Context: an optimization exercise on an open-source flow, tuned for a short achievable clock period and few clock cycles. The choices shown serve that exercise and are no tape-out recipe.
RTL that was checked went through simulation tests only; none was proved equivalent to the original.
Power figures rest on the tool's default switching activity, not on a simulated workload.

==> run A <==
// core_top
module core_top #(
  parameter logic [31:0] RESET_PC = '0
) (
  input  wire          clk_i,
  input  wire          reset_i,
  input  wire          stall_i,
  output logic         rom_en_o,
  output logic [31:0]  rom_addr_o,
  input  wire  [31:0]  rom_data_i,
  output logic         ram_en_o,
  output logic         ram_we_o,
  output logic [31:0]  ram_addr_o,
  output logic [31:0]  ram_wdata_o,
  input  wire  [31:0]  ram_rdata_i,
  output logic         debug_wb_en_o,
  output logic [4:0]   debug_wb_addr_o,
  output logic [31:0]  debug_wb_data_o,
  output logic [31:0]  debug_pc_o
);
make LEC_CHECK=0 CAP_MARGIN=20 CORE_MARGIN=2 CORE_UTILIZATION=50 SETUP_SLACK_MARGIN=5 SLEW_MARGIN=20 SYNTH_HIERARCHICAL=1 SYNTH_MINIMUM_KEEP_SIZE=0 finish   # period 9.0 ns
run.sh (not shown) runs the stock make flow with config.mk's settings and CLKGATE_MAP_FILE= SYNTH_SCRIPT=/design/flow/synth_recipe.tcl, a recipe that flattens the netlist after the stock synthesis.
==> run B: changes against run A <==
--- a/flow/design.v
+++ b/flow/design.v
@@ -8,18 +8,18 @@
   input  wire  [31:0] a_i,
   input  wire  [31:0] bx_i,
   input  wire         sub_i,
   input  wire         and_i,
   input  wire         or_i,
   input  wire         xor_i,
-  input  wire         slt_i,
   input  wire         sll_i,
   input  wire         srl_i,
   input  wire  [4:0]  shamt_i,
   output logic [31:0] sum_o,      
-  output logic [31:0] oth_o       
+  output logic [31:0] oth_o,      
+  output logic        lt_o        
 );
   logic [32:0] ks_g [0:6];
   logic [32:0] ks_p [0:6];
   logic [31:0] ks_x;
   logic [31:0] sum;
   logic        lt;
@@ -37,18 +37,18 @@
       end
     end
   end
   assign sum = ks_x ^ ks_g[6][31:0];
   assign lt  = (a_i[31] ^ ~bx_i[31]) ? a_i[31] : sum[31];
   assign sum_o = sum;
+  assign lt_o  = lt;
   always_comb begin
     oth_o = '0;
     if (and_i) oth_o = oth_o | (a_i & bx_i);
     if (or_i)  oth_o = oth_o | (a_i | bx_i);
     if (xor_i) oth_o = oth_o | (a_i ^ bx_i);
-    if (slt_i) oth_o = oth_o | {31'd0, lt};
     if (sll_i) oth_o = oth_o | (bx_i << shamt_i);
     if (srl_i) oth_o = oth_o | (bx_i >> shamt_i);
   end
 endmodule
 `default_nettype wire
 `timescale 1ns/100ps
@@ -119,28 +119,33 @@
   logic        ex_easy_q;        
   logic [31:0] ex_x_q;           
   logic [31:0] ex_g_q;           
   logic [4:0]  ex_shamt_q;
   logic [31:0] ex_pc_q;
   logic        mem_wen_q;
+  logic [31:1] mem_wsel_q;       
   logic [4:0]  mem_waddr_q;
   logic        mem_load_q;
   logic        mem_store_q;
   logic        mem_add_q;        
   logic [31:0] mem_sum_q;
   logic [31:0] mem_oth_q;        
+  logic        mem_slt_q;        
+  logic        mem_lt_q;
   logic [31:0] mem_sdata_q;
   logic [31:0] mem_pc_q;
   logic        wb_wen_q;
   logic [4:0]  wb_waddr_q;
   logic [31:0] wb_data_q;
   logic [31:0] wb_pc_q;
   logic [31:0] regs [1:31];
+  logic [31:0] mem_oth;
   logic [31:0] mem_result;
   logic [31:0] mem_data;
-  assign mem_result = mem_add_q ? mem_sum_q : mem_oth_q;
+  assign mem_oth    = {mem_oth_q[31:1], mem_oth_q[0] | (mem_slt_q & mem_lt_q)};
+  assign mem_result = mem_add_q ? mem_sum_q : mem_oth;
   assign mem_data   = mem_load_q ? ram_rdata_i : mem_result;
   logic [5:0]  id_op;
   logic [5:0]  id_fn;
   logic [4:0]  id_rs;
   logic [4:0]  id_rt;
   logic [4:0]  id_rd;
@@ -187,43 +192,44 @@
   logic [31:0] ex_bx;            
   logic [31:0] ex_s;
   logic [31:0] ex_a_r;           
   logic [31:0] ex_s_r;
   logic [31:0] ex_sum;
   logic [31:0] ex_oth;
+  logic        ex_lt;
   logic        ex_eq;
   logic        ex_taken;
   logic        ex_mispredict;
   logic [31:0] mem_sum_x;
   logic [31:0] mem_oth_x;
   assign mem_sum_x = mem_sum_q ^ {32{ex_sub_q}};
-  assign mem_oth_x = mem_oth_q ^ {32{ex_sub_q}};
+  assign mem_oth_x = mem_oth ^ {32{ex_sub_q}};
   assign ex_a   = ({32{ex_fa_own_q}} & ex_a_q) | ({32{ex_fa_sum_q}} & mem_sum_q) |
-                  ({32{ex_fa_oth_q}} & mem_oth_q) | ({32{ex_fa_ld_q}} & ram_rdata_i);
+                  ({32{ex_fa_oth_q}} & mem_oth) | ({32{ex_fa_ld_q}} & ram_rdata_i);
   assign ex_bx  = ({32{ex_fb_own_q}} & ex_b_q) | ({32{ex_fb_sum_q}} & mem_sum_x) |
                   ({32{ex_fb_oth_q}} & mem_oth_x) |
                   ({32{ex_fb_ld_q}} & ram_rdata_i) | ({32{ex_fb_nld_q}} & ~ram_rdata_i);
   assign ex_s   = ({32{ex_fs_own_q}} & ex_s_q) | ({32{ex_fs_sum_q}} & mem_sum_q) |
-                  ({32{ex_fs_oth_q}} & mem_oth_q) | ({32{ex_fs_ld_q}} & ram_rdata_i);
+                  ({32{ex_fs_oth_q}} & mem_oth) | ({32{ex_fs_ld_q}} & ram_rdata_i);
   assign ex_a_r = ({32{ex_fa_own_q}} & ex_a_q) | ({32{ex_fa_sum_q}} & mem_sum_q) |
-                  ({32{ex_fa_oth_q}} & mem_oth_q);
+                  ({32{ex_fa_oth_q}} & mem_oth);
   assign ex_s_r = ({32{ex_fs_own_q}} & ex_s_q) | ({32{ex_fs_sum_q}} & mem_sum_q) |
-                  ({32{ex_fs_oth_q}} & mem_oth_q);
+                  ({32{ex_fs_oth_q}} & mem_oth);
   alu u_alu (
     .a_i      (ex_a),
     .bx_i     (ex_bx),
     .sub_i    (ex_sub_q),
     .and_i    (ex_op_and_q),
     .or_i     (ex_op_or_q),
     .xor_i    (ex_op_xor_q),
-    .slt_i    (ex_op_slt_q),
     .sll_i    (ex_op_sll_q),
     .srl_i    (ex_op_srl_q),
     .shamt_i  (ex_shamt_q),
     .sum_o    (ex_sum),
-    .oth_o    (ex_oth)
+    .oth_o    (ex_oth),
+    .lt_o     (ex_lt)
   );
   assign ex_eq         = (ex_a_r == ex_s_r);
   assign ex_taken      = ex_bne_q ? ~ex_eq : ex_eq;
   assign ex_mispredict = ex_valid_q & ex_branch_q & (ex_taken ^ ex_pred_q);
   logic        eq_zero;
   logic        id_dep_ex;
@@ -415,26 +421,35 @@
       mem_store_q <= ex_store_q;
     end
   end
   always_ff @(posedge clk_i) begin
     if (!stall_i) begin
       mem_waddr_q  <= ex_waddr_q;
+      for (int r = 1; r < 32; r++) begin
+        mem_wsel_q[r] <= ex_wen_q && (ex_waddr_q == r[4:0]);
+      end
       mem_add_q    <= ex_op_add_q;
       mem_sum_q    <= ex_sum;
       mem_oth_q    <= ex_oth;
+      mem_slt_q    <= ex_op_slt_q;
+      mem_lt_q     <= ex_lt;
       mem_sdata_q  <= ex_s;
       mem_pc_q     <= ex_pc_q;
     end
   end
   assign ram_en_o    = mem_load_q | mem_store_q;
   assign ram_we_o    = mem_store_q & ~stall_i;
   assign ram_addr_o  = mem_sum_q;
   assign ram_wdata_o = mem_sdata_q;
-  always_ff @(posedge clk_i) begin
-    if (!reset_i && !stall_i && mem_wen_q) begin
-      regs[mem_waddr_q] <= mem_data;
+  logic rf_run;
+  assign rf_run = ~reset_i & ~stall_i;
+  for (genvar r = 1; r < 32; r++) begin : g_rf
+    always_ff @(posedge clk_i) begin
+      if (rf_run && mem_wsel_q[r]) begin
+        regs[r] <= mem_data;
+      end
     end
   end
   always_ff @(posedge clk_i) begin
     if (reset_i) begin
       wb_wen_q <= 1'b0;
     end else if (!stall_i) begin
- CORE_UTILIZATION: 50 -> 42
==> flow_metrics.env <==
export IMPL_status="finished clean"
export IMPL_n_clock_buffer=221
export IMPL_fin_skew_ns=0.0641
export IMPL_wire_per_inst_um=38.9
export IMPL_pg_seq_uw=9990
export IMPL_rr_startpoint="ex_fb_sum_q"
export IMPL_dpl_hpwl_mm=206
export IMPL_seqCellArea_um2=50400
export IMPL_grt_usage=0.353
That was run B.
==> flow_metrics.env <==
export IMPL_seqCellArea_um2=49400
export IMPL_status="finished clean"
export IMPL_rr_startpoint="ex_fb_oth_q"
export IMPL_n_clock_buffer=229
export IMPL_fin_skew_ns=0.0440
export IMPL_pg_seq_uw=9430
export IMPL_dpl_hpwl_mm=180
export IMPL_grt_start_max_net_pins=178
export IMPL_wire_per_inst_um=33.8
That was run A.
Testbench counts of run B, summed over its fixed seeds: cycles 21,214.
Only the layout flow was run in run A; the RTL was not checked for function there.


==> inputs of yarrow <==
Another version of the RTL of core_top (not shown whole).
==> flow/config.mk <==
export PLATFORM = sky130hd
export DESIGN_NAME = core_top
export DESIGN_NICKNAME = core_top
export VERILOG_FILES = /design/flow/design.v
export SDC_FILE = /design/flow/constraint.sdc
export NUM_CORES = 4
export LEC_CHECK = 0
export ABC_CLOCK_PERIOD_IN_PS = 3500
export CAP_MARGIN = 20
export CORE_MARGIN = 2
export CORE_UTILIZATION = 50
export SETUP_SLACK_MARGIN = 5
export SLEW_MARGIN = 20
==> flow/constraint.sdc <==
create_clock -name core_clock -period 9.0 [get_ports {clk_i}]
set_input_delay 1.8000 -clock core_clock [delete_from_list [all_inputs] [get_ports {clk_i}]]
set_output_delay 1.8000 -clock core_clock [all_outputs]
set_load 0.01 [all_outputs]
==> inputs of lagoon, as changes to yarrow <==
--- a/flow/design.v
+++ b/flow/design.v
@@ -1,10 +1,58 @@
 `timescale 1ns/100ps
 `timescale 1ns/100ps
 `timescale 1ns/100ps
 `timescale 1ns/100ps
 `timescale 1ns/100ps
+`default_nettype none
+module alu (
+  input  wire  [31:0] a_i,
+  input  wire  [31:0] bx_i,
+  input  wire         sub_i,
+  input  wire         add_i,
+  input  wire         and_i,
+  input  wire         or_i,
+  input  wire         xor_i,
+  input  wire         slt_i,
+  input  wire         sll_i,
+  input  wire         srl_i,
+  input  wire  [4:0]  shamt_i,
+  output logic [31:0] result_o
+);
+  logic [32:0] ks_g [0:6];
+  logic [32:0] ks_p [0:6];
+  logic [31:0] ks_x;
+  logic [31:0] sum;
+  logic        lt;
+  assign ks_x    = a_i ^ bx_i;
+  assign ks_g[0] = {a_i & bx_i, sub_i};
+  assign ks_p[0] = {ks_x, 1'b0};
+  for (genvar l = 0; l < 6; l++) begin : g_ks
+    for (genvar i = 0; i < 33; i++) begin : g_bit
+      if (i >= (1 << l)) begin : g_op
+        assign ks_g[l+1][i] = ks_g[l][i] | (ks_p[l][i] & ks_g[l][i - (1 << l)]);
+        assign ks_p[l+1][i] = ks_p[l][i] & ks_p[l][i - (1 << l)];
+      end else begin : g_pass
+        assign ks_g[l+1][i] = ks_g[l][i];
+        assign ks_p[l+1][i] = ks_p[l][i];
+      end
+    end
+  end
+  assign sum = ks_x ^ ks_g[6][31:0];
+  assign lt  = (a_i[31] ^ ~bx_i[31]) ? a_i[31] : sum[31];
+  always_comb begin
+    result_o = '0;
+    if (add_i) result_o = result_o | sum;
+    if (and_i) result_o = result_o | (a_i & bx_i);
+    if (or_i)  result_o = result_o | (a_i | bx_i);
+    if (xor_i) result_o = result_o | (a_i ^ bx_i);
+    if (slt_i) result_o = result_o | {31'd0, lt};
+    if (sll_i) result_o = result_o | (bx_i << shamt_i);
+    if (srl_i) result_o = result_o | (bx_i >> shamt_i);
+  end
+endmodule
+`default_nettype wire
 `timescale 1ns/100ps
 `timescale 1ns/100ps
 `default_nettype none
 module core_top #(
   parameter logic [31:0] RESET_PC = '0
@@ -66,10 +114,12 @@
   logic        ex_op_xor_q;
   logic        ex_op_slt_q;
   logic        ex_op_sll_q;
   logic        ex_op_srl_q;
   logic        ex_easy_q;        
+  logic [31:0] ex_x_q;           
+  logic [31:0] ex_g_q;           
   logic [4:0]  ex_shamt_q;
   logic [31:0] ex_pc_q;
   logic        mem_wen_q;
   logic [4:0]  mem_waddr_q;
   logic        mem_load_q;
@@ -136,14 +186,11 @@
                   ({32{rt_rf_q}} & rf_rt_q);
   logic [31:0] ex_a;
   logic [31:0] ex_bx;            
   logic [31:0] ex_s;
   logic [31:0] ex_a_r;           
-  logic [31:0] ex_br_r;
   logic [31:0] ex_s_r;
-  logic [32:0] ex_sum;
-  logic        ex_lt;
   logic [31:0] ex_result;
   logic        ex_eq;
   logic        ex_taken;
   logic        ex_mispredict;
   assign ex_a = ({32{ex_fa_own_q}} & ex_a_q) | ({32{ex_fa_alu_q}} & mem_result_q) |
@@ -152,73 +199,46 @@
                  ({32{ex_fb_alu_q}} & mem_result_q) | ({32{ex_fb_nalu_q}} & ~mem_result_q) |
                  ({32{ex_fb_ld_q}} & ram_rdata_i) | ({32{ex_fb_nld_q}} & ~ram_rdata_i);
   assign ex_s = ({32{ex_fs_own_q}} & ex_s_q) | ({32{ex_fs_alu_q}} & mem_result_q) |
                 ({32{ex_fs_ld_q}} & ram_rdata_i);
   assign ex_a_r = ({32{ex_fa_own_q}} & ex_a_q) | ({32{ex_fa_alu_q}} & mem_result_q);
-  assign ex_br_r = ({32{ex_fb_own_q}} & ex_b_q) |
-                   ({32{ex_fb_alu_q}} & mem_result_q) | ({32{ex_fb_nalu_q}} & ~mem_result_q);
   assign ex_s_r = ({32{ex_fs_own_q}} & ex_s_q) | ({32{ex_fs_alu_q}} & mem_result_q);
-  logic [32:0] ks_g [0:6];
-  logic [32:0] ks_p [0:6];
-  logic [31:0] ks_x;
-  assign ks_x    = ex_a ^ ex_bx;
-  assign ks_g[0] = {ex_a & ex_bx, ex_sub_q};
-  assign ks_p[0] = {ks_x, 1'b0};
-  for (genvar l = 0; l < 6; l++) begin : g_ks
-    for (genvar i = 0; i < 33; i++) begin : g_bit
-      if (i >= (1 << l)) begin : g_op
-        assign ks_g[l+1][i] = ks_g[l][i] | (ks_p[l][i] & ks_g[l][i - (1 << l)]);
-        assign ks_p[l+1][i] = ks_p[l][i] & ks_p[l][i - (1 << l)];
-      end else begin : g_pass
-        assign ks_g[l+1][i] = ks_g[l][i];
-        assign ks_p[l+1][i] = ks_p[l][i];
-      end
-    end
-  end
-  assign ex_sum = {ks_g[6][32], ks_x ^ ks_g[6][31:0]};
-  assign ex_lt  = (ex_a[31] ^ ~ex_bx[31]) ? ex_a[31] : ex_sum[31];
-  always_comb begin
-    ex_result = '0;
-    if (ex_op_add_q) ex_result = ex_result | ex_sum[31:0];
-    if (ex_op_and_q) ex_result = ex_result | (ex_a & ex_bx);
-    if (ex_op_or_q)  ex_result = ex_result | (ex_a | ex_bx);
-    if (ex_op_xor_q) ex_result = ex_result | (ex_a ^ ex_bx);
-    if (ex_op_slt_q) ex_result = ex_result | {31'd0, ex_lt};
-    if (ex_op_sll_q) ex_result = ex_result | (ex_bx << ex_shamt_q);
-    if (ex_op_srl_q) ex_result = ex_result | (ex_bx >> ex_shamt_q);
-  end
+  alu u_alu (
+    .a_i      (ex_a),
+    .bx_i     (ex_bx),
+    .sub_i    (ex_sub_q),
+    .add_i    (ex_op_add_q),
+    .and_i    (ex_op_and_q),
+    .or_i     (ex_op_or_q),
+    .xor_i    (ex_op_xor_q),
+    .slt_i    (ex_op_slt_q),
+    .sll_i    (ex_op_sll_q),
+    .srl_i    (ex_op_srl_q),
+    .shamt_i  (ex_shamt_q),
+    .result_o (ex_result)
+  );
   assign ex_eq         = (ex_a_r == ex_s_r);
   assign ex_taken      = ex_bne_q ? ~ex_eq : ex_eq;
   assign ex_mispredict = ex_valid_q & ex_branch_q & (ex_taken ^ ex_pred_q);
-  function automatic logic sum_equals(input logic [31:0] a, input logic [31:0] b,
-                                      input logic cin, input logic [31:0] c);
-    logic [31:0] carry;
-    carry = {(a[30:0] & b[30:0]) | ((a[30:0] ^ b[30:0]) & ~c[30:0]), cin};
-    sum_equals = ((a ^ b ^ c) == carry);
-  endfunction
-  logic [31:0] ex_logic;
+  logic [31:0] id_carry;
   logic        eq_plain;
-  logic        eq_rs_ex;         
-  logic        eq_rt_ex;         
-  logic        id_eq;
+  logic        eq_add;
   logic        id_memld;
   logic        id_dep_ex;
-  logic        id_resolved;
+  logic        id_res_plain;
+  logic        id_res_add;
   logic        id_pred;
-  assign ex_logic = ex_op_and_q ? (ex_a_r & ex_br_r) :
-                    ex_op_or_q  ? (ex_a_r | ex_br_r) : (ex_a_r ^ ex_br_r);
   assign eq_plain = (rs_cmp == rt_cmp);
-  assign eq_rs_ex = ex_op_add_q ? sum_equals(ex_a_r, ex_br_r, ex_sub_q, rt_cmp) :
-                                  (ex_logic == rt_cmp);
-  assign eq_rt_ex = ex_op_add_q ? sum_equals(ex_a_r, ex_br_r, ex_sub_q, rs_cmp) :
-                                  (ex_logic == rs_cmp);
-  assign id_eq    = rs_ex_q ? eq_rs_ex : rt_ex_q ? eq_rt_ex : eq_plain;
-  assign id_memld    = mem_load_q & (rs_mem_q | rt_mem_q);
-  assign id_dep_ex   = rs_ex_q | rt_ex_q;
-  assign id_resolved = ~id_memld & (~id_dep_ex | ex_easy_q);
-  assign id_pred     = id_same_q   ? ~id_bne_q :
-                       id_resolved ? (id_bne_q ^ id_eq) : id_guess_q;
+  assign id_carry = {ex_g_q[30:0] | (ex_x_q[30:0] & ~rt_cmp[30:0]), ex_sub_q};
+  assign eq_add   = ((ex_x_q ^ rt_cmp) == id_carry);
+  assign id_memld     = mem_load_q & (rs_mem_q | rt_mem_q);
+  assign id_dep_ex    = rs_ex_q | rt_ex_q;
+  assign id_res_plain = ~id_memld & ~id_dep_ex;
+  assign id_res_add   = ~id_memld & rs_ex_q & ~rt_ex_q & ex_easy_q;
+  assign id_pred      = id_same_q    ? ~id_bne_q :
+                        id_res_plain ? (id_bne_q ^ eq_plain) :
+                        id_res_add   ? (id_bne_q ^ eq_add) : id_guess_q;
   logic [31:0] id_target;
   logic [31:0] id_fall;
   assign id_target = if_pc_q + 32'd4 + {id_imm_s[29:0], 2'b00};
   assign id_fall   = pc_q + 32'd4;
   logic id_hold;
@@ -323,10 +343,16 @@
   logic id_or;
   logic id_xor;
   logic id_fa_ld;
   logic id_fb_ld;
   logic id_sub;
+  logic [31:0] id_a;
+  logic [31:0] id_b;
+  assign id_a = id_lui ? 32'd0 : rs_val;
+  assign id_b = (id_special | id_br_q) ? (id_sub ? ~rt_val : rt_val) :
+                id_lui ? {if_inst_q[15:0], 16'h0000} :
+                (id_andi | id_ori) ? id_imm_z : id_imm_s;
   assign id_sub = id_special & ((id_fn == 6'h23) | (id_fn == 6'h2a));
   assign id_add = (id_special & ((id_fn == 6'h21) | (id_fn == 6'h23))) |
                   id_addiu | id_lw | id_sw;
   assign id_and = (id_special & (id_fn == 6'h24)) | id_andi;
   assign id_or  = (id_special & (id_fn == 6'h25)) | id_ori | id_lui;
@@ -340,24 +366,24 @@
       ex_pred_q   <= id_pred;
       ex_target_q <= id_target;
       ex_fall_q   <= id_fall;
       ex_pc_q     <= if_pc_q;
       ex_shamt_q  <= if_inst_q[10:6];
-      ex_a_q      <= id_lui ? 32'd0 : rs_val;
+      ex_a_q      <= id_a;
+      ex_x_q      <= id_a ^ id_b;
+      ex_g_q      <= id_a & id_b;
       ex_fa_own_q <= id_lui | ~rs_ex_q;
       ex_fa_alu_q <= ~id_lui & rs_ex_q & ~ex_load_q;
       ex_fa_ld_q  <= id_fa_ld;
+      ex_b_q       <= id_b;
       if (id_special | id_br_q) begin
-        ex_b_q       <= id_sub ? ~rt_val : rt_val;
         ex_fb_own_q  <= ~rt_ex_q;
         ex_fb_alu_q  <= rt_ex_q & ~ex_load_q & ~id_sub;
         ex_fb_ld_q   <= rt_ex_q & ex_load_q & ~id_sub;
         ex_fb_nalu_q <= rt_ex_q & ~ex_load_q & id_sub;
         ex_fb_nld_q  <= rt_ex_q & ex_load_q & id_sub;
       end else begin
-        ex_b_q       <= id_lui ? {if_inst_q[15:0], 16'h0000} :
-                        (id_andi | id_ori) ? id_imm_z : id_imm_s;
         ex_fb_own_q  <= 1'b1;
         ex_fb_alu_q  <= 1'b0;
         ex_fb_ld_q   <= 1'b0;
         ex_fb_nalu_q <= 1'b0;
         ex_fb_nld_q  <= 1'b0;
@@ -372,11 +398,12 @@
       ex_op_or_q  <= id_or;
       ex_op_xor_q <= id_xor;
       ex_op_slt_q <= id_special & (id_fn == 6'h2a);
       ex_op_sll_q <= id_special & (id_fn == 6'h00);
       ex_op_srl_q <= id_special & (id_fn == 6'h02);
-      ex_easy_q   <= (id_add | id_and | id_or | id_xor) & ~id_lw & ~id_fa_ld & ~id_fb_ld;
+      ex_easy_q   <= (id_special & ((id_fn == 6'h21) | (id_fn == 6'h23)) & ~rs_ex_q & ~rt_ex_q) |
+                     (id_addiu & ~rs_ex_q);
     end
   end
   always_ff @(posedge clk_i) begin
     if (reset_i) begin
       mem_wen_q   <= 1'b0;
==> flow/flow/run.sh (new file) <==
#!/bin/bash
# The standard layout (standard.sh), with one change: ports are buffered
# with buf_8 cells rather than the cell buffer_ports picks by itself (a
# slow delay buffer), so that I/O paths start from a strong, fast buffer.
set -euo pipefail
export BUFFER_PORTS_ARGS="-buffer_cell sky130_fd_sc_hd__buf_8"
bash standard.sh > standard.log 2>&1
==> flow/standard.sh (new file) <==
#!/bin/bash
# synth_recipe.tcl (not shown) runs the flow's synth.tcl, then flattens the netlist and writes it again
# the make line also repeats each setting of config.mk as NAME=value (left out here)
make -C /OpenROAD-flow-scripts/flow DESIGN_CONFIG=/design/flow/config.mk WORK_HOME=/design/flow/orfs CLKGATE_MAP_FILE= SYNTH_SCRIPT=/design/flow/synth_recipe.tcl "${@:-finish}"
==> flow/config.mk (replaced) <==
export PLATFORM = sky130hd
export DESIGN_NAME = core_top
export DESIGN_NICKNAME = core_top
export VERILOG_FILES = /design/flow/design.v
export SDC_FILE = /design/flow/constraint.sdc
export NUM_CORES = 4
export LEC_CHECK = 0
export CAP_MARGIN = 20
export CORE_MARGIN = 2
export CORE_UTILIZATION = 50
export SETUP_SLACK_MARGIN = 5
export SLEW_MARGIN = 20
export SYNTH_HIERARCHICAL = 1
export SYNTH_MINIMUM_KEEP_SIZE = 0
removed: flow/run.sh
==> inputs of tundra, as changes to yarrow <==
--- a/flow/design.v
+++ b/flow/design.v
@@ -55,11 +55,11 @@
   logic [31:0] ex_fall_q;        
   logic [31:0] ex_a_q;
   logic [31:0] ex_b_q;
   logic [31:0] ex_s_q;           
   logic        ex_fa_own_q, ex_fa_alu_q, ex_fa_ld_q;
-  logic        ex_fb_own_q, ex_fb_alu_q, ex_fb_ld_q, ex_fb_nalu_q, ex_fb_nld_q;
+  logic        ex_fb_own_q, ex_fb_alu_q, ex_fb_ld_q;
   logic        ex_fs_own_q, ex_fs_alu_q, ex_fs_ld_q;
   logic        ex_sub_q;
   logic        ex_op_add_q;
   logic        ex_op_and_q;
   logic        ex_op_or_q;
@@ -133,32 +133,34 @@
   assign rs_cmp = ({32{rs_mem_q}} & mem_result_q) | ({32{rs_wb_q}} & wb_data_q) |
                   ({32{rs_rf_q}} & rf_rs_q);
   assign rt_cmp = ({32{rt_mem_q}} & mem_result_q) | ({32{rt_wb_q}} & wb_data_q) |
                   ({32{rt_rf_q}} & rf_rt_q);
   logic [31:0] ex_a;
-  logic [31:0] ex_bx;            
+  logic [31:0] ex_b;
   logic [31:0] ex_s;
   logic [31:0] ex_a_r;           
-  logic [31:0] ex_br_r;
+  logic [31:0] ex_b_r;
   logic [31:0] ex_s_r;
+  logic [31:0] ex_bx;
+  logic [31:0] ex_br_r;
   logic [32:0] ex_sum;
   logic        ex_lt;
   logic [31:0] ex_result;
   logic        ex_eq;
   logic        ex_taken;
   logic        ex_mispredict;
   assign ex_a = ({32{ex_fa_own_q}} & ex_a_q) | ({32{ex_fa_alu_q}} & mem_result_q) |
                 ({32{ex_fa_ld_q}} & ram_rdata_i);
-  assign ex_bx = ({32{ex_fb_own_q}} & ex_b_q) |
-                 ({32{ex_fb_alu_q}} & mem_result_q) | ({32{ex_fb_nalu_q}} & ~mem_result_q) |
-                 ({32{ex_fb_ld_q}} & ram_rdata_i) | ({32{ex_fb_nld_q}} & ~ram_rdata_i);
+  assign ex_b = ({32{ex_fb_own_q}} & ex_b_q) | ({32{ex_fb_alu_q}} & mem_result_q) |
+                ({32{ex_fb_ld_q}} & ram_rdata_i);
   assign ex_s = ({32{ex_fs_own_q}} & ex_s_q) | ({32{ex_fs_alu_q}} & mem_result_q) |
                 ({32{ex_fs_ld_q}} & ram_rdata_i);
   assign ex_a_r = ({32{ex_fa_own_q}} & ex_a_q) | ({32{ex_fa_alu_q}} & mem_result_q);
-  assign ex_br_r = ({32{ex_fb_own_q}} & ex_b_q) |
-                   ({32{ex_fb_alu_q}} & mem_result_q) | ({32{ex_fb_nalu_q}} & ~mem_result_q);
+  assign ex_b_r = ({32{ex_fb_own_q}} & ex_b_q) | ({32{ex_fb_alu_q}} & mem_result_q);
   assign ex_s_r = ({32{ex_fs_own_q}} & ex_s_q) | ({32{ex_fs_alu_q}} & mem_result_q);
+  assign ex_bx   = ex_sub_q ? ~ex_b : ex_b;
+  assign ex_br_r = ex_sub_q ? ~ex_b_r : ex_b_r;
   logic [32:0] ks_g [0:6];
   logic [32:0] ks_p [0:6];
   logic [31:0] ks_x;
   assign ks_x    = ex_a ^ ex_bx;
   assign ks_g[0] = {ex_a & ex_bx, ex_sub_q};
@@ -173,20 +175,20 @@
         assign ks_p[l+1][i] = ks_p[l][i];
       end
     end
   end
   assign ex_sum = {ks_g[6][32], ks_x ^ ks_g[6][31:0]};
-  assign ex_lt  = (ex_a[31] ^ ~ex_bx[31]) ? ex_a[31] : ex_sum[31];
+  assign ex_lt  = (ex_a[31] ^ ex_b[31]) ? ex_a[31] : ex_sum[31];
   always_comb begin
     ex_result = '0;
     if (ex_op_add_q) ex_result = ex_result | ex_sum[31:0];
-    if (ex_op_and_q) ex_result = ex_result | (ex_a & ex_bx);
-    if (ex_op_or_q)  ex_result = ex_result | (ex_a | ex_bx);
-    if (ex_op_xor_q) ex_result = ex_result | (ex_a ^ ex_bx);
+    if (ex_op_and_q) ex_result = ex_result | (ex_a & ex_b);
+    if (ex_op_or_q)  ex_result = ex_result | (ex_a | ex_b);
+    if (ex_op_xor_q) ex_result = ex_result | (ex_a ^ ex_b);
     if (ex_op_slt_q) ex_result = ex_result | {31'd0, ex_lt};
-    if (ex_op_sll_q) ex_result = ex_result | (ex_bx << ex_shamt_q);
-    if (ex_op_srl_q) ex_result = ex_result | (ex_bx >> ex_shamt_q);
+    if (ex_op_sll_q) ex_result = ex_result | (ex_b << ex_shamt_q);
+    if (ex_op_srl_q) ex_result = ex_result | (ex_b >> ex_shamt_q);
   end
   assign ex_eq         = (ex_a_r == ex_s_r);
   assign ex_taken      = ex_bne_q ? ~ex_eq : ex_eq;
   assign ex_mispredict = ex_valid_q & ex_branch_q & (ex_taken ^ ex_pred_q);
   function automatic logic sum_equals(input logic [31:0] a, input logic [31:0] b,
@@ -202,12 +204,12 @@
   logic        id_eq;
   logic        id_memld;
   logic        id_dep_ex;
   logic        id_resolved;
   logic        id_pred;
-  assign ex_logic = ex_op_and_q ? (ex_a_r & ex_br_r) :
-                    ex_op_or_q  ? (ex_a_r | ex_br_r) : (ex_a_r ^ ex_br_r);
+  assign ex_logic = ex_op_and_q ? (ex_a_r & ex_b_r) :
+                    ex_op_or_q  ? (ex_a_r | ex_b_r) : (ex_a_r ^ ex_b_r);
   assign eq_plain = (rs_cmp == rt_cmp);
   assign eq_rs_ex = ex_op_add_q ? sum_equals(ex_a_r, ex_br_r, ex_sub_q, rt_cmp) :
                                   (ex_logic == rt_cmp);
   assign eq_rt_ex = ex_op_add_q ? sum_equals(ex_a_r, ex_br_r, ex_sub_q, rs_cmp) :
                                   (ex_logic == rs_cmp);
@@ -322,12 +324,10 @@
   logic id_and;
   logic id_or;
   logic id_xor;
   logic id_fa_ld;
   logic id_fb_ld;
-  logic id_sub;
-  assign id_sub = id_special & ((id_fn == 6'h23) | (id_fn == 6'h2a));
   assign id_add = (id_special & ((id_fn == 6'h21) | (id_fn == 6'h23))) |
                   id_addiu | id_lw | id_sw;
   assign id_and = (id_special & (id_fn == 6'h24)) | id_andi;
   assign id_or  = (id_special & (id_fn == 6'h25)) | id_ori | id_lui;
   assign id_xor = id_special & (id_fn == 6'h26);
@@ -345,30 +345,26 @@
       ex_a_q      <= id_lui ? 32'd0 : rs_val;
       ex_fa_own_q <= id_lui | ~rs_ex_q;
       ex_fa_alu_q <= ~id_lui & rs_ex_q & ~ex_load_q;
       ex_fa_ld_q  <= id_fa_ld;
       if (id_special | id_br_q) begin
-        ex_b_q       <= id_sub ? ~rt_val : rt_val;
-        ex_fb_own_q  <= ~rt_ex_q;
-        ex_fb_alu_q  <= rt_ex_q & ~ex_load_q & ~id_sub;
-        ex_fb_ld_q   <= rt_ex_q & ex_load_q & ~id_sub;
-        ex_fb_nalu_q <= rt_ex_q & ~ex_load_q & id_sub;
-        ex_fb_nld_q  <= rt_ex_q & ex_load_q & id_sub;
+        ex_b_q      <= rt_val;
+        ex_fb_own_q <= ~rt_ex_q;
+        ex_fb_alu_q <= rt_ex_q & ~ex_load_q;
+        ex_fb_ld_q  <= rt_ex_q & ex_load_q;
       end else begin
-        ex_b_q       <= id_lui ? {if_inst_q[15:0], 16'h0000} :
-                        (id_andi | id_ori) ? id_imm_z : id_imm_s;
-        ex_fb_own_q  <= 1'b1;
-        ex_fb_alu_q  <= 1'b0;
-        ex_fb_ld_q   <= 1'b0;
-        ex_fb_nalu_q <= 1'b0;
-        ex_fb_nld_q  <= 1'b0;
+        ex_b_q      <= id_lui ? {if_inst_q[15:0], 16'h0000} :
+                       (id_andi | id_ori) ? id_imm_z : id_imm_s;
+        ex_fb_own_q <= 1'b1;
+        ex_fb_alu_q <= 1'b0;
+        ex_fb_ld_q  <= 1'b0;
       end
       ex_s_q      <= rt_val;
       ex_fs_own_q <= ~rt_ex_q;
       ex_fs_alu_q <= rt_ex_q & ~ex_load_q;
       ex_fs_ld_q  <= rt_ex_q & ex_load_q;
-      ex_sub_q    <= id_sub;
+      ex_sub_q    <= id_special & ((id_fn == 6'h23) | (id_fn == 6'h2a));
       ex_op_add_q <= id_add;
       ex_op_and_q <= id_and;
       ex_op_or_q  <= id_or;
       ex_op_xor_q <= id_xor;
       ex_op_slt_q <= id_special & (id_fn == 6'h2a);
==> notes <==
- Die area is about the same in lagoon and yarrow.
- Count of clock-buffer cells in the layout: tundra is lower than lagoon (15).
- Of tundra and lagoon, tundra has the higher final area (gap 0.53%, measured against lagoon).
- Global-route usage: tundra is lower than yarrow (0.39 points).
- Sequential share of layout area: yarrow < tundra < lagoon.
- The lowest flip-flop and latch count belongs to tundra, the highest to lagoon.
- Of lagoon and yarrow, lagoon has the higher sequential power (gap about 4.7%, measured against yarrow).
- Between yarrow and lagoon, the lower combinational power is in lagoon (gap 27%, measured against lagoon).
- Against lagoon, the non-clock buffer count of tundra is higher by 149.
==> figures <==
quantity	yarrow	lagoon	tundra
Clock-cell share of area	5.53%	5.81%	5.56%
Total of plain and repair buffers excluding clock buffers	640	512	661
Kind of start point of the critical path	flip-flop	input pin	flip-flop
Number of design-rule violations left by the first detailed-router iteration	8197	9608	8766
Crit Path Max Fanout	32	5	59
Final Cycle Share	53.0%	48.6%	50.0%
Number of gates given a new drive strength after cts	291	123	276
Capture point of the critical path	pc_q[0]	mem_result_q[31]	pc_q[1]
Worst-path cell with the longest stage delay	o41ai_4	fa_2	nor4_1
Via-per-instance ratio	6.80	6.99	6.70
Placer congestion estimate	1.01	1.03	1.00
Run status	finished clean	finished clean	finished clean
Reg2reg path depth	16	17	11
Via count of the routed design	57900	57800	58000
Clock sink total	1561	1624	1559
Total routed wirelength	304 mm	302 mm	298 mm
Core occupancy in the finished layout	59.1%	58.8%	59.1%
Library cells used by synthesis	82	90	86
Number of search-and-repair iterations in the first detailed-routing pass	12	14	12
Testbench counts of tundra, summed over its fixed seeds: cycles 21,188.
No functional check of the RTL was part of yarrow and lagoon.

## re-timing with driven ports
In the flow no input, the clock included, has a driving cell. The finished layouts below were timed again as built, in two steps. Step 1 (the two cells are an assumption about what drives the block):
set clk [get_ports {clk_i}]
set_driving_cell -lib_cell sky130_fd_sc_hd__clkbuf_16 $clk
set_driving_cell -lib_cell sky130_fd_sc_hd__buf_2 [delete_from_list [all_inputs] $clk]
Step 2 times the ports against the registers' clock, not the clock port: input delays grow and output delays shrink by t, the midpoint of the rising clock arrivals with the driver on. Three values: ideal, step 1, step 2; two values: the first two.
| run | t, ns | slack for setup (ns) | latest minus earliest clock arrival (ns) | worst slew at a driven data input, ns | cell pins on the clock port's net |
|---|---|---|---|---|---|
| run A | 0.918 | 4.693 / 4.764 / 3.846 | 0.044 / 0.044 | 0.19 | 1 |
| run B | 0.917 | 4.860 / 4.846 / 3.956 | 0.074 / 0.073 | 0.12 | 1 |
| yarrow | 0.914 | 4.232 / 4.232 / 3.416 | 0.059 / 0.059 | 0.38 | 1 |
| lagoon | 0.891 | 4.630 / 4.597 / 3.706 | 0.058 / 0.057 | 0.19 | 1 |
| tundra | 0.898 | 4.497 / 4.497 / 3.860 | 0.082 / 0.083 | 0.27 | 1 |
After both steps setup and hold are still met in every run listed. For lagoon, which loses most, drivers alone change the setup slack by -0.033 ns; drivers and shift together by -0.924 ns.
